Source: an optimization exercise on an open RTL-to-GDS flow (aim: small area, a short achievable clock period and few clock cycles). Production flows keep margins and buffers that such runs may drop.
In this exercise RTL edits were held to simulation tests only and were not proved equivalent to the original.

==> flow/design.v <==
`default_nettype none
package plpm_pkg;
	localparam int PIX_W      = 8;
	localparam int PT_W       = 16;
	localparam int REG_POINTS = 6;
	localparam int CNT_W      = 3;
	localparam int IDX_W      = 3;
	localparam logic [PIX_W-1:0] START_POS   = 8'd0;
	localparam logic [PIX_W-1:0] START_LEVEL = 8'd1;
	localparam logic [PIX_W-1:0] END_POS     = 8'd255;
	localparam logic [PIX_W-1:0] END_LEVEL   = 8'd254;
	localparam logic [IDX_W-1:0] REG_COUNT      = 3'd0;
	localparam logic [IDX_W-1:0] REG_POINT0     = 3'd1;
	localparam logic [IDX_W-1:0] REG_POINT_LAST = 3'd6;
endpackage
`default_nettype wire
`default_nettype none
import plpm_pkg::*;
module plpm_queue #(
	parameter int DEPTH = 10
) (
	input  logic             clk,
	input  logic             arst_n,
	input  logic             push,
	input  logic [PIX_W-1:0] din,
	input  logic             pop,
	output logic             vld,
	output logic [PIX_W-1:0] dout
);
	logic [DEPTH-1:0]            full_q;    
	logic [DEPTH-1:0][PIX_W-1:0] ent_q;
	assign vld  = full_q[0];
	assign dout = ent_q[0];
	always_ff @(posedge clk or negedge arst_n) begin
		if (!arst_n) begin
			full_q <= '0;
		end else if (push && !pop) begin
			full_q <= {full_q[DEPTH-2:0], 1'b1};
		end else if (pop && !push) begin
			full_q <= {1'b0, full_q[DEPTH-1:1]};
		end
	end
	always_ff @(posedge clk) begin
		for (int i = 0; i < DEPTH; i++) begin
			if (pop) begin
				if (i == DEPTH - 1) begin
					ent_q[i] <= din;
				end else if (push && !full_q[i+1]) begin
					ent_q[i] <= din;
				end else begin
					ent_q[i] <= ent_q[i+1];
				end
			end else if (push && !full_q[i] && (i == 0 || full_q[i-1])) begin
				ent_q[i] <= din;
			end
		end
	end
endmodule
`default_nettype wire
`default_nettype none
import plpm_pkg::*;
module plpm_datapath #(
	parameter int LAT = 8
) (
	input  logic                        clk,
	input  logic                        arst_n,
	input  logic                        in_vld,
	input  logic [PIX_W-1:0]            in_pix,
	input  logic [6:1]                  nv,
	input  logic [5:0][PIX_W-1:0]       ppos,
	input  logic [5:0][PIX_W-1:0]       plev,
	output logic                        out_vld,
	output logic [PIX_W-1:0]            out_pix
);
	logic [LAT:1] v_q;
	always_ff @(posedge clk or negedge arst_n) begin
		if (!arst_n) begin
			v_q <= '0;
		end else begin
			v_q <= {v_q[LAT-1:1], in_vld};
		end
	end
	assign out_vld = v_q[LAT];
	logic [PIX_W-1:0] a1_q;
	always_ff @(posedge clk) a1_q <= in_pix;
	logic [5:0] ge, le;
	logic [6:0] cond;
	logic [PIX_W-1:0] b1, bl1, e1, el1;
	always_comb begin
		for (int i = 0; i < 6; i++) begin
			ge[i] = (a1_q >= ppos[i]);
			le[i] = (a1_q <= ppos[i]);
		end
		cond[0] = !nv[1] || le[0];
		for (int k = 1; k < 6; k++) cond[k] = nv[k] && ge[k-1] && (!nv[k+1] || le[k]);
		cond[6] = nv[6] && ge[5];
		b1  = START_POS;
		bl1 = START_LEVEL;
		e1  = nv[1] ? ppos[0] : END_POS;
		el1 = nv[1] ? plev[0] : END_LEVEL;
		for (int k = 1; k <= 6; k++) begin
			if (cond[k]) begin
				b1  = ppos[k-1];
				bl1 = plev[k-1];
				if (k < 6 && nv[k < 6 ? k + 1 : 6]) begin
					e1  = ppos[k < 6 ? k : 5];
					el1 = plev[k < 6 ? k : 5];
				end else begin
					e1  = END_POS;
					el1 = END_LEVEL;
				end
			end
		end
	end
	logic [PIX_W-1:0] a2_q, b2_q, bl2_q, e2_q, el2_q;
	always_ff @(posedge clk) begin
		a2_q  <= a1_q;
		b2_q  <= b1;
		bl2_q <= bl1;
		e2_q  <= e1;
		el2_q <= el1;
	end
	logic [PIX_W-1:0] t2, d2, m2, base2;
	logic             neg2, zero2;
	always_comb begin
		t2    = a2_q - b2_q;
		d2    = e2_q - b2_q;
		zero2 = (e2_q == b2_q);
		neg2  = (el2_q < bl2_q);
		m2    = neg2 ? bl2_q - el2_q : el2_q - bl2_q;
		base2 = zero2 ? el2_q : bl2_q;
		if (zero2) d2 = 8'd1;
	end
	logic [PIX_W-1:0] t3_q, m3_q, d3_q, base3_q;
	logic             neg3_q;
	always_ff @(posedge clk) begin
		t3_q    <= t2;
		m3_q    <= m2;
		d3_q    <= d2;
		base3_q <= base2;
		neg3_q  <= neg2;
	end
	logic [2*PIX_W-1:0] p4_q;
	logic [PIX_W-1:0]   d4_q, base4_q;
	logic               neg4_q;
	always_ff @(posedge clk) begin
		p4_q    <= t3_q * m3_q;
		d4_q    <= d3_q;
		base4_q <= base3_q;
		neg4_q  <= neg3_q;
	end
	function automatic logic [PIX_W:0] div_step(input logic [PIX_W-1:0] r, input logic bit_in,
		input logic [PIX_W-1:0] d);
		logic [PIX_W:0] x, y;
		x = {r, bit_in};
		y = x - {1'b0, d};
		div_step = y[PIX_W] ? {1'b0, x[PIX_W-1:0]} : {1'b1, y[PIX_W-1:0]};
	endfunction
	logic [PIX_W-1:0]   r_q   [5:8];
	logic [PIX_W-1:0]   w_q   [5:8];    
	logic [PIX_W-1:0]   dd_q  [5:8];
	logic [PIX_W-1:0]   bs_q  [5:8];
	logic               ng_q  [5:8];
	logic [PIX_W-1:0]   r_in  [4:7];
	logic [PIX_W-1:0]   w_in  [4:7];
	logic [PIX_W-1:0]   d_in  [4:7];
	logic [PIX_W-1:0]   bs_in [4:7];
	logic               ng_in [4:7];
	always_comb begin
		r_in[4]  = p4_q[15:8];
		w_in[4]  = p4_q[7:0];
		d_in[4]  = d4_q;
		bs_in[4] = base4_q;
		ng_in[4] = neg4_q;
		for (int s = 5; s <= 7; s++) begin
			r_in[s]  = r_q[s];
			w_in[s]  = w_q[s];
			d_in[s]  = dd_q[s];
			bs_in[s] = bs_q[s];
			ng_in[s] = ng_q[s];
		end
	end
	for (genvar s = 4; s <= 7; s++) begin : g_div
		logic [PIX_W:0] o1, o2;
		assign o1 = div_step(r_in[s], w_in[s][7], d_in[s]);
		assign o2 = div_step(o1[PIX_W-1:0], w_in[s][6], d_in[s]);
		always_ff @(posedge clk) begin
			r_q[s+1]  <= o2[PIX_W-1:0];
			w_q[s+1]  <= {w_in[s][5:0], o1[PIX_W], o2[PIX_W]};
			dd_q[s+1] <= d_in[s];
			bs_q[s+1] <= bs_in[s];
			ng_q[s+1] <= ng_in[s];
		end
	end
	logic [PIX_W:0] twice_r, thr;
	logic           rnd;
	always_comb begin
		twice_r = {r_q[8], 1'b0};
		thr     = {1'b0, dd_q[8]} + (PIX_W+1)'(ng_q[8]);
		rnd     = (twice_r >= thr);
		out_pix = bs_q[8] + (w_q[8] ^ {PIX_W{ng_q[8]}}) + PIX_W'(rnd ^ ng_q[8]);
	end
endmodule
`default_nettype wire
`default_nettype none
import plpm_pkg::*;
module piecewise_linear_pixel_map_top (
	input  logic             clk,
	input  logic             arst_n,
	input  logic             s_tvalid,
	output logic             s_tready,
	input  logic [7:0]       s_tdata,     
	output logic             m_tvalid,
	input  logic             m_tready,
	output logic [7:0]       m_tdata,     
	input  logic             cfg_we,
	input  logic [IDX_W-1:0] cfg_addr,
	input  logic [PT_W-1:0]  cfg_wdata
);
	localparam int LAT   = 8;             
	localparam int QD    = LAT + 2;       
	localparam int CR_W  = $clog2(QD + 1);
	logic             pw_we;
	logic [IDX_W-1:0] pw_addr;
	logic [PT_W-1:0]  pw_data;
	logic [6:1]       nv_q;               
	logic [5:0][PIX_W-1:0] ppos_q, plev_q;
	always_ff @(posedge clk or negedge arst_n) begin
		if (!arst_n) begin
			pw_we <= 1'b0;
		end else begin
			pw_we <= cfg_we;
		end
	end
	always_ff @(posedge clk) begin
		pw_addr <= cfg_addr;
		pw_data <= cfg_wdata;
	end
	always_ff @(posedge clk or negedge arst_n) begin
		if (!arst_n) begin
			nv_q   <= '0;
			ppos_q <= '0;
			plev_q <= '0;
		end else if (pw_we) begin
			if (pw_addr == REG_COUNT) begin
				for (int j = 1; j <= 6; j++) nv_q[j] <= (pw_data[CNT_W-1:0] >= CNT_W'(j));
			end
			for (int i = 0; i < 6; i++) begin
				if (pw_addr == IDX_W'(i + 1)) begin
					ppos_q[i] <= pw_data[PT_W-1:PIX_W];
					plev_q[i] <= pw_data[PIX_W-1:0];
				end
			end
		end
	end
	logic              acc, pop, push;
	logic [PIX_W-1:0]  res;
	logic [CR_W-1:0]   cr_q, cr_d;
	logic              rdy_q;
	assign acc      = s_tvalid && rdy_q;
	assign s_tready = rdy_q;
	assign pop      = m_tvalid && m_tready;
	assign cr_d     = cr_q + CR_W'(acc) - CR_W'(pop);
	always_ff @(posedge clk or negedge arst_n) begin
		if (!arst_n) begin
			cr_q  <= '0;
			rdy_q <= 1'b0;
		end else begin
			cr_q  <= cr_d;
			rdy_q <= (cr_d < CR_W'(QD));
		end
	end
	plpm_datapath #(.LAT(LAT)) u_dp (
		.clk    (clk),
		.arst_n (arst_n),
		.in_vld (acc),
		.in_pix (s_tdata),
		.nv     (nv_q),
		.ppos   (ppos_q),
		.plev   (plev_q),
		.out_vld(push),
		.out_pix(res)
	);
	plpm_queue #(.DEPTH(QD)) u_q (
		.clk    (clk),
		.arst_n (arst_n),
		.push   (push),
		.din    (res),
		.pop    (pop),
		.vld    (m_tvalid),
		.dout   (m_tdata)
	);
endmodule
`default_nettype wire
==> flow/run.sh <==
#!/bin/bash
# synth_recipe.tcl (not shown) runs the flow's synth.tcl, then flattens the netlist and writes it again
# the make line also repeats each setting of config.mk as NAME=value (left out here)
make -C /OpenROAD-flow-scripts/flow DESIGN_CONFIG=/design/flow/config.mk WORK_HOME=/design/flow/orfs CLKGATE_MAP_FILE= SYNTH_SCRIPT=/design/flow/synth_recipe.tcl finish
==> flow/config.mk <==
export PLATFORM = sky130hd
export DESIGN_NAME = piecewise_linear_pixel_map_top
export DESIGN_NICKNAME = piecewise_linear_pixel_map_top
export VERILOG_FILES = /design/flow/design.v
export SDC_FILE = /design/flow/constraint.sdc
export NUM_CORES = 4
export LEC_CHECK = 0
export ABC_CLOCK_PERIOD_IN_PS = 3000
export CAP_MARGIN = 20
export CORE_MARGIN = 2
export CORE_UTILIZATION = 55
export SETUP_SLACK_MARGIN = 5.0
export SLEW_MARGIN = 20
==> flow/constraint.sdc <==
create_clock -name core_clock -period 8.5 [get_ports {clk}]
set_input_delay 1.7000 -clock core_clock [delete_from_list [all_inputs] [get_ports {clk}]]
set_output_delay 1.7000 -clock core_clock [all_outputs]
set_load 0.01 [all_outputs]
==> results of run 1 <==
## flip-flops by register name (all words and copies together) (netlist names), 10 cells and up
name	cells
u_q.ent_q	80
plev_q	48
ppos_q	48
u_dp.bs_q	32
u_dp.dd_q	32
u_dp.r_q	32
u_dp.w_q	32
pw_data	16
u_dp.p4_q	16
u_q.full_q	10
## worst paths after layout
kind                       slack [ns]  depth (start not counted)              to
min reg2reg                      0.31                          0  u_dp.w_q[5][6]
min in group asynchronous        1.21                          1       ppos_q[1]
min                              0.31                          0  u_dp.w_q[5][6]
max in group asynchronous        5.95                          2     u_dp.v_q[1]
max reg2reg                      4.45                         22   u_q.ent_q[22]
max                              4.45                         22   u_q.ent_q[22]
## per-stage QoR
step	setup WS (ns)	std cells	util [%]
5_1_grt	4.27	2930	67.4
3_5_place_dp	3.94	2735	59.4
3_3_place_gp	4.08	2735	59.4
2_1_floorplan	4.42	2214	-
6_report	4.45	2930	67.4
4_1_cts	4.48	2911	66.4
## cells by family (layout without fill, tap and decap cells)
| family | Yosys count | after routing | share of synthesized area, % |
|---|---|---|---|
| DFF | 471 | 471 | 46.1 |
| xor gates and xnor gates | 105 | 108 | 4.15 |
| AOI/OAI and AO/OA | 428 | 428 | 11.5 |
| and+or+nand+nor | 493 | 493 | 10.0 |
| muxes | 184 | 184 | 8.71 |
| adders and majority gates | 249 | 249 | 14.8 |
| buffers and inverters | 284 | 458 | 4.68 |
## cell usage after synthesis (all sizes together) (5+ instances only)
cell | n | share of area [%]
nand3 | 20 | 0.42
o31ai | 7 | 0.22
dfxtp | 265 | 22
buf | 16 | 0.42
xor2 | 36 | 1.6
or3 | 17 | 0.45
inv | 207 | 3.3
a31oi | 5 | 0.13
nor2b | 40 | 1.1
ha | 198 | 11
clkbuf | 59 | 0.94
or2 | 8 | 0.21
o22a | 8 | 0.30
o31a | 8 | 0.30
o211ai | 8 | 0.25
nor2 | 104 | 1.7
o21a | 6 | 0.19
nand2b | 24 | 0.64
fa | 51 | 4.3
o221ai | 10 | 0.37
edfxtp | 80 | 10
and2 | 45 | 1.2
mux2 | 157 | 7.5
a211oi | 6 | 0.21
nand4 | 22 | 0.58
nand2 | 162 | 2.6
dfrtp | 126 | 13
nor3 | 39 | 0.83
mux2i | 27 | 1.2
a311oi | 23 | 0.85
o21bai | 5 | 0.18
o32ai | 17 | 0.63
a21oi | 99 | 2.1
o22ai | 18 | 0.48
xnor2 | 69 | 2.6
o2111ai | 6 | 0.22
a21o | 26 | 0.83
o21ai | 154 | 3.3
## worst reg2reg max path: cells and delay by family, from the launching register on
| kind | cells | cell delay, ns |
|---|---|---|
| compound gates | 8 | 0.85 |
| xor+xnor | 1 | 0.09 |
| fa+ha+maj | 5 | 1.45 |
| buf+inv | 2 | 0.18 |
| flops | 1 | 0.36 |
| mux | 1 | 0.29 |
| simple gates | 5 | 0.55 |
## per-layer routing
| layer | wire length (µm) | global-route usage, % | vias up |
|---|---|---|---|
| li1 | - | - | 7991 |
| met1 | 23500 | 31.6 | 7892 |
| met2 | 25400 | 42.1 | 312 |
| met3 | 1830 | 2.69 | 139 |
| met4 | 2020 | 9.98 | 0 |
| met5 | 0 | 0 | - |
## final cells by class
class	instances	area (µm²)	area share, %
Clock inverter	23	297	1.04
Timing Repair Buffer	156	1460	5.16
Multi-Input combinational cell	1462	12800	45.1
Sequential cell	471	10900	38.5
Clock buffer	70	1430	5.03
Inverter	209	785	2.76
Tap cell	539	674	2.37
## timing repair
action	4_1_cts	5_1_grt
setup buffers	78	19
gates cloned	5	0
pin swaps	60	37
endpoints found under the setup margin	139	138
hold buffers	0	0
gates resized for setup	100	62
==> impl_metrics.tcl, run 1 <==
set metrics [dict create \
    fin_hold_ws_ns 0.314 \
    drt-total-wl_um 52700 \
    finalMaxSlewViolations 0 \
    synth_async_sr_flop_share_pct 26.8 \
    cts_root_buf "clkbuf_16" \
    worst_ep_required_time_ns 8.84 \
    dp.final_hpwl_um 36800 \
    yosys_warnings 14 \
    layout_commonest_cell "dfxtp_1" \
    ios 42 \
    drt-wirelength-per-cell_um 18.0 \
    status "complete, no violations" \
    synth_seq_cells 471 \
    grt_setup_unrepaired "yes" \
    grt_first_pass_wirelength_um 86900 \
    clock_latency_ns 0.60 \
    portBuffers 41 \
    drt_iter0_drc 740 \
    finalSetupViolations 0 \
    start_util_pct 56.0 \
    final.period_utilization_pct 47.7 \
    start_kind "flop" \
    die_x_um 211 \
    final_cell_mix "234 x dfxtp_1, 184 x inv_1, 173 x ha_1" \
    syn_avg_cell_area_um2 10.7 \
    critical_path_class "flop to flop" \
    clockBufferDepth 3 \
    postPlaceCellArea_um2 25000 \
    drv_cap 0 \
    grt_pass1_vias 16886 \
    core_area_um2 42100 \
    grt_util_all_layers_pct 24.5 \
    fin_worst_skew_ns 0.0205 \
    r2r_start "u_dp.ng_q[8]" \
    clock.fmax_mhz 247 \
    nets 2631 \
    synthCells 2214 \
    drc 0 \
    fin_area_um2 28400 \
    syn-num-nets 2495 \
    nFillCells 3178 \
    antennaDiodeCount 0 \
    h-tree-depth 2 \
    cp_slowest_stage_delay_ns 0.39 \
    synth.yosys.seq_area_share_pct 46.1 \
    cts_sinks 471 \
    crit_fanout 5 \
    tightest_slew_ns 0.997 \
    grt_max_degree 67 \
    clk_pin_slew_worst_paths_ns 0.06 \
    final-hold-violation-count 0 \
    die_y_um 211 \
    min_path_type "flop to flop" \
    synth-edff-count 80 \
    vias 16334 \
    critical_path.endpoint_type "flop" \
    min_period_ns 4.05 \
    finalSetupTns_ns 0 \
    antenna_found_initial 0 \
    grt_remaining_overflow 0 \
    crit_path_cell_trace "ha_4 > ha_4 > inv_2 > ha_4 > nor2b_4 > o21a_1 > o21ai_1 > nand2b_1 > a21oi_2 > o21ai_2 > a2111oi_1 > nand3b_1 > fa_2 > fa_2 > a21oi_2 > nor2_2 > nor2_2 > o21bai_1 > a21oi_2 > buf_6 > xnor2_4 > mux2_4" \
    tritoncts "done" \
    vias_per_cell 5.57 \
    synth_ff_type "dfxtp_1" \
    drive_gt1_share_pct 24.2 \
    place_congestion 0.882 \
    cp_slowest_cell "fa_2" \
    rows 75 \
    cts_buffers 50 \
    synthToLayoutAreaGrowth_pct 20.4 \
    maxSlewHeadroom_pct 33.4 \
    hold_start "u_dp.p4_q[4]" \
    critical-path-top-delay-family "adder cells" \
    critPathLaunch "u_dp.ng_q[8]" \
    first_pass_iters 5 \
    ys_types 71 \
    crit_buf_inv 2 \
    syn_area_um2 23600 \
    die_area_um2 44600 \
    ant_nets 0 \
    worstPathArrival_ns 4.39 \
]
Testbench counts, summed over its fixed seeds: cycles 131,368.
==> run 2, diff against run 1 <==
--- a/flow/config.mk
+++ b/flow/config.mk
@@ -5,9 +5,7 @@
 export SDC_FILE = /design/flow/constraint.sdc
 export NUM_CORES = 4
 export LEC_CHECK = 0
-export ABC_CLOCK_PERIOD_IN_PS = 3000
 export CAP_MARGIN = 20
 export CORE_MARGIN = 2
-export CORE_UTILIZATION = 55
-export SETUP_SLACK_MARGIN = 5.0
+export CORE_UTILIZATION = 40
 export SLEW_MARGIN = 20
==> run 2 against run 1 <==
Compared with the run above:
- still clean
- critical path depth down 4
- register-to-register slack got worse by 0.80 ns
- sequential cell count stayed put
- global-route usage shrank 7.1 points
- critical endpoint is now u_dp.r_q[7][5]
- highest routed layer unchanged
==> impl_metrics.tcl, run 2 <==
set metrics [dict create \
    status "complete, no violations" \
    synth.area.top_cells "dfxtp_1 22%, dfrtp_1 13%, ha_1 11%" \
    drive_gt1_share_pct 12.5 \
    finalSetupViolations 0 \
    vias 15942 \
    pre_cts_slack_ns 3.65 \
    grt_pass1_vias 16561 \
    vias_per_cell 5.21 \
    cts_resized 0 \
    clock.fmax_mhz 206 \
    tritoncts "done" \
    cp_slowest_stage_delay_ns 0.65 \
    synth_top_area_cell "dfxtp_1" \
    drv_cap 0 \
    portBuffers 41 \
    fin_ws_ns 3.65 \
    yosys_warnings 14 \
    cts_hold_buffers 0 \
    worst_ep_required_time_ns 8.98 \
    postCtsSetupBuffers 0 \
    drt_iter0_drc 969 \
    min_path_type "flop to flop" \
    grt_max_degree 60 \
    clock_latency_ns 0.60 \
    ant_nets 0 \
    top_regs "u_q.ent_q x80, plev_q x48, ppos_q x48" \
    postPlaceCellArea_um2 24800 \
    synth_ff_type "dfxtp_1" \
    critical_path_class "flop to flop" \
    die_area_um2 60900 \
    start_kind "flop" \
    crit_buf_inv 1 \
    largest_register_ffs 80 \
    final.period_utilization_pct 57.1 \
    die_y_um 247 \
    final-hold-violation-count 0 \
    clockBufferDepth 3 \
    top_register "u_q.ent_q" \
    cts_buffers 50 \
    tightest_slew_ns 1.13 \
    critical-path-top-delay-family "XOR/XNOR gates" \
    antenna_found_initial 0 \
    synthToLayoutAreaGrowth_pct 12.7 \
    cp_slowest_cell "xor2_1" \
    final_cell_mix "265 x dfxtp_1, 207 x inv_1, 198 x ha_1" \
    drc 0 \
    maxSlewHeadroom_pct 24.7 \
    synthTopCellsByCount "265 x dfxtp_1, 207 x inv_1, 198 x ha_1" \
    synth_async_sr_flop_share_pct 26.8 \
    finalMaxSlewViolations 0 \
    finalSetupTns_ns 0 \
    grt_util_all_layers_pct 17.4 \
    syn_avg_cell_area_um2 10.7 \
    min_period_ns 4.85 \
    core_area_um2 58700 \
    start_util_pct 40.2 \
    dp.final_hpwl_um 37600 \
    cts_root_buf "clkbuf_16" \
    syn-num-nets 2495 \
    rows 89 \
    grt_first_pass_wirelength_um 85300 \
    nFillCells 5413 \
    drt-wirelength-per-cell_um 16.9 \
    ys_types 71 \
    syn_area_um2 23600 \
    grt_setup_unrepaired "no" \
    h-tree-depth 2 \
    fin_area_um2 26600 \
    worstPathArrival_ns 5.33 \
    yosysTopAreaCellShare_pct 22.5 \
    synthCells 2214 \
    drt-total-wl_um 51800 \
    fin_worst_skew_ns 0.0309 \
    layout_commonest_cell "dfxtp_1" \
    ios 42 \
    grt_remaining_overflow 0 \
    crit_fanout 11 \
    first_pass_iters 5 \
    cts_sinks 471 \
    crit_path_cell_trace "ha_1 > inv_1 > fa_1 > nand2_1 > a21oi_1 > o21ai_0 > a21oi_1 > xor2_1 > mux2_2 > ha_1 > nor2b_1 > o21ai_0 > nand2b_1 > and2_1 > o21ai_0 > a21oi_1 > xor2_2 > mux2_2" \
    clk_pin_slew_worst_paths_ns 0.06 \
    synth_seq_cells 471 \
    die_x_um 247 \
    synth.yosys.seq_area_share_pct 46.1 \
    synth_most_common_cell "dfxtp_1" \
    nets 2527 \
    antennaDiodeCount 0 \
    place_congestion 0.932 \
    synth-edff-count 80 \
    critical_path.endpoint_type "flop" \
]
run 2: cell counts after synthesis:
No cell type changed its count.
run 2: logic make-up after synthesis:
kind of cell,count (synthesis),synth area share (%)
AO/OA/AOI/OAI,428,11.5
AND/OR/NAND/NOR,493,10.0
adder cells (fa/ha/maj),249,14.8
buffers and inverters,284,4.68
multiplexers,184,8.71
flip-flops,471,46.1
XOR/XNOR,105,4.15
run 2: per-stage QoR:
stage | hold slack (ns) | utilization [%] | std cells
finish | 0.323 | 45.3 | 3061
global route | 0.328 | 45.3 | 3061
CTS | 0.323 | 45.3 | 3061
detailed placement | 0.312 | 42.2 | 2967
global placement | 0.310 | 42.2 | 2967
floorplan | 0.310 | - | 2214
run 2: per-layer routing:
metal  track usage, %  part of all wire (%)  wire length, µm  vias up
met1             22.3                    45            23400     7724
met5                0                     0                0        -
li1                 -                     -                -     7761
met3             2.14                   4.1             2110      100
met2             30.0                    48            24800      357
met4             6.34                   2.9             1510        0
run 2: cell type report:
type                       instances  area, µm²  share of cell area [%]
tap                              773        967                    3.64
clock buffer                      70       1470                    5.53
inverter                         209        785                    2.95
multi-input combinational       1459      11600                    43.8
clock inverter                    24        330                    1.24
sequential                       471      10900                    40.9
timing repair buffer              55        513                    1.93
run 2: worst paths after layout:
kind | cells after the start | endpoint | startpoint | slack [ns]
setup reg to reg | 18 | u_dp.r_q[7][5] | u_dp.dd_q[6][0] | 3.65
setup / recovery | 18 | u_dp.r_q[7][5] | u_dp.dd_q[6][0] | 3.65
hold / removal | 0 | u_dp.bs_q[8][4] | u_dp.bs_q[7][4] | 0.32
min in group asynchronous | 1 | ppos_q[24] | arst_n | 1.03
max in group asynchronous | 2 | u_q.full_q[2] | arst_n | 6.35
hold reg to reg | 0 | u_dp.bs_q[8][4] | u_dp.bs_q[7][4] | 0.32

[port drivers added, routing unchanged]
No port has a modelled driver above. Below, the same layouts with a new extraction and two added sets of constraints.
Step 1: set_driving_cell puts a clkbuf_16 on clk and a buf_2 on each other input, an assumption about the parent block.
Step 2 also shifts input and output timing later by t, the mid clock arrival at the registers, as if the neighbouring blocks saw the same clock.
Three values: no drivers, after step 1, after step 2; two values: the first two.
run	t (ns)	setup WS [ns]	worst hold slack (ns)	worst setup path at the end	clock arrival spread, ns
run 1	0.645	4.446 / 4.446 / 4.446	0.314 / 0.314 / 0.314	register to register	0.021 / 0.021
run 2	0.637	3.648 / 3.648 / 3.648	0.323 / 0.323 / 0.323	register to register	0.031 / 0.031
After both steps every run listed still meets setup and hold.
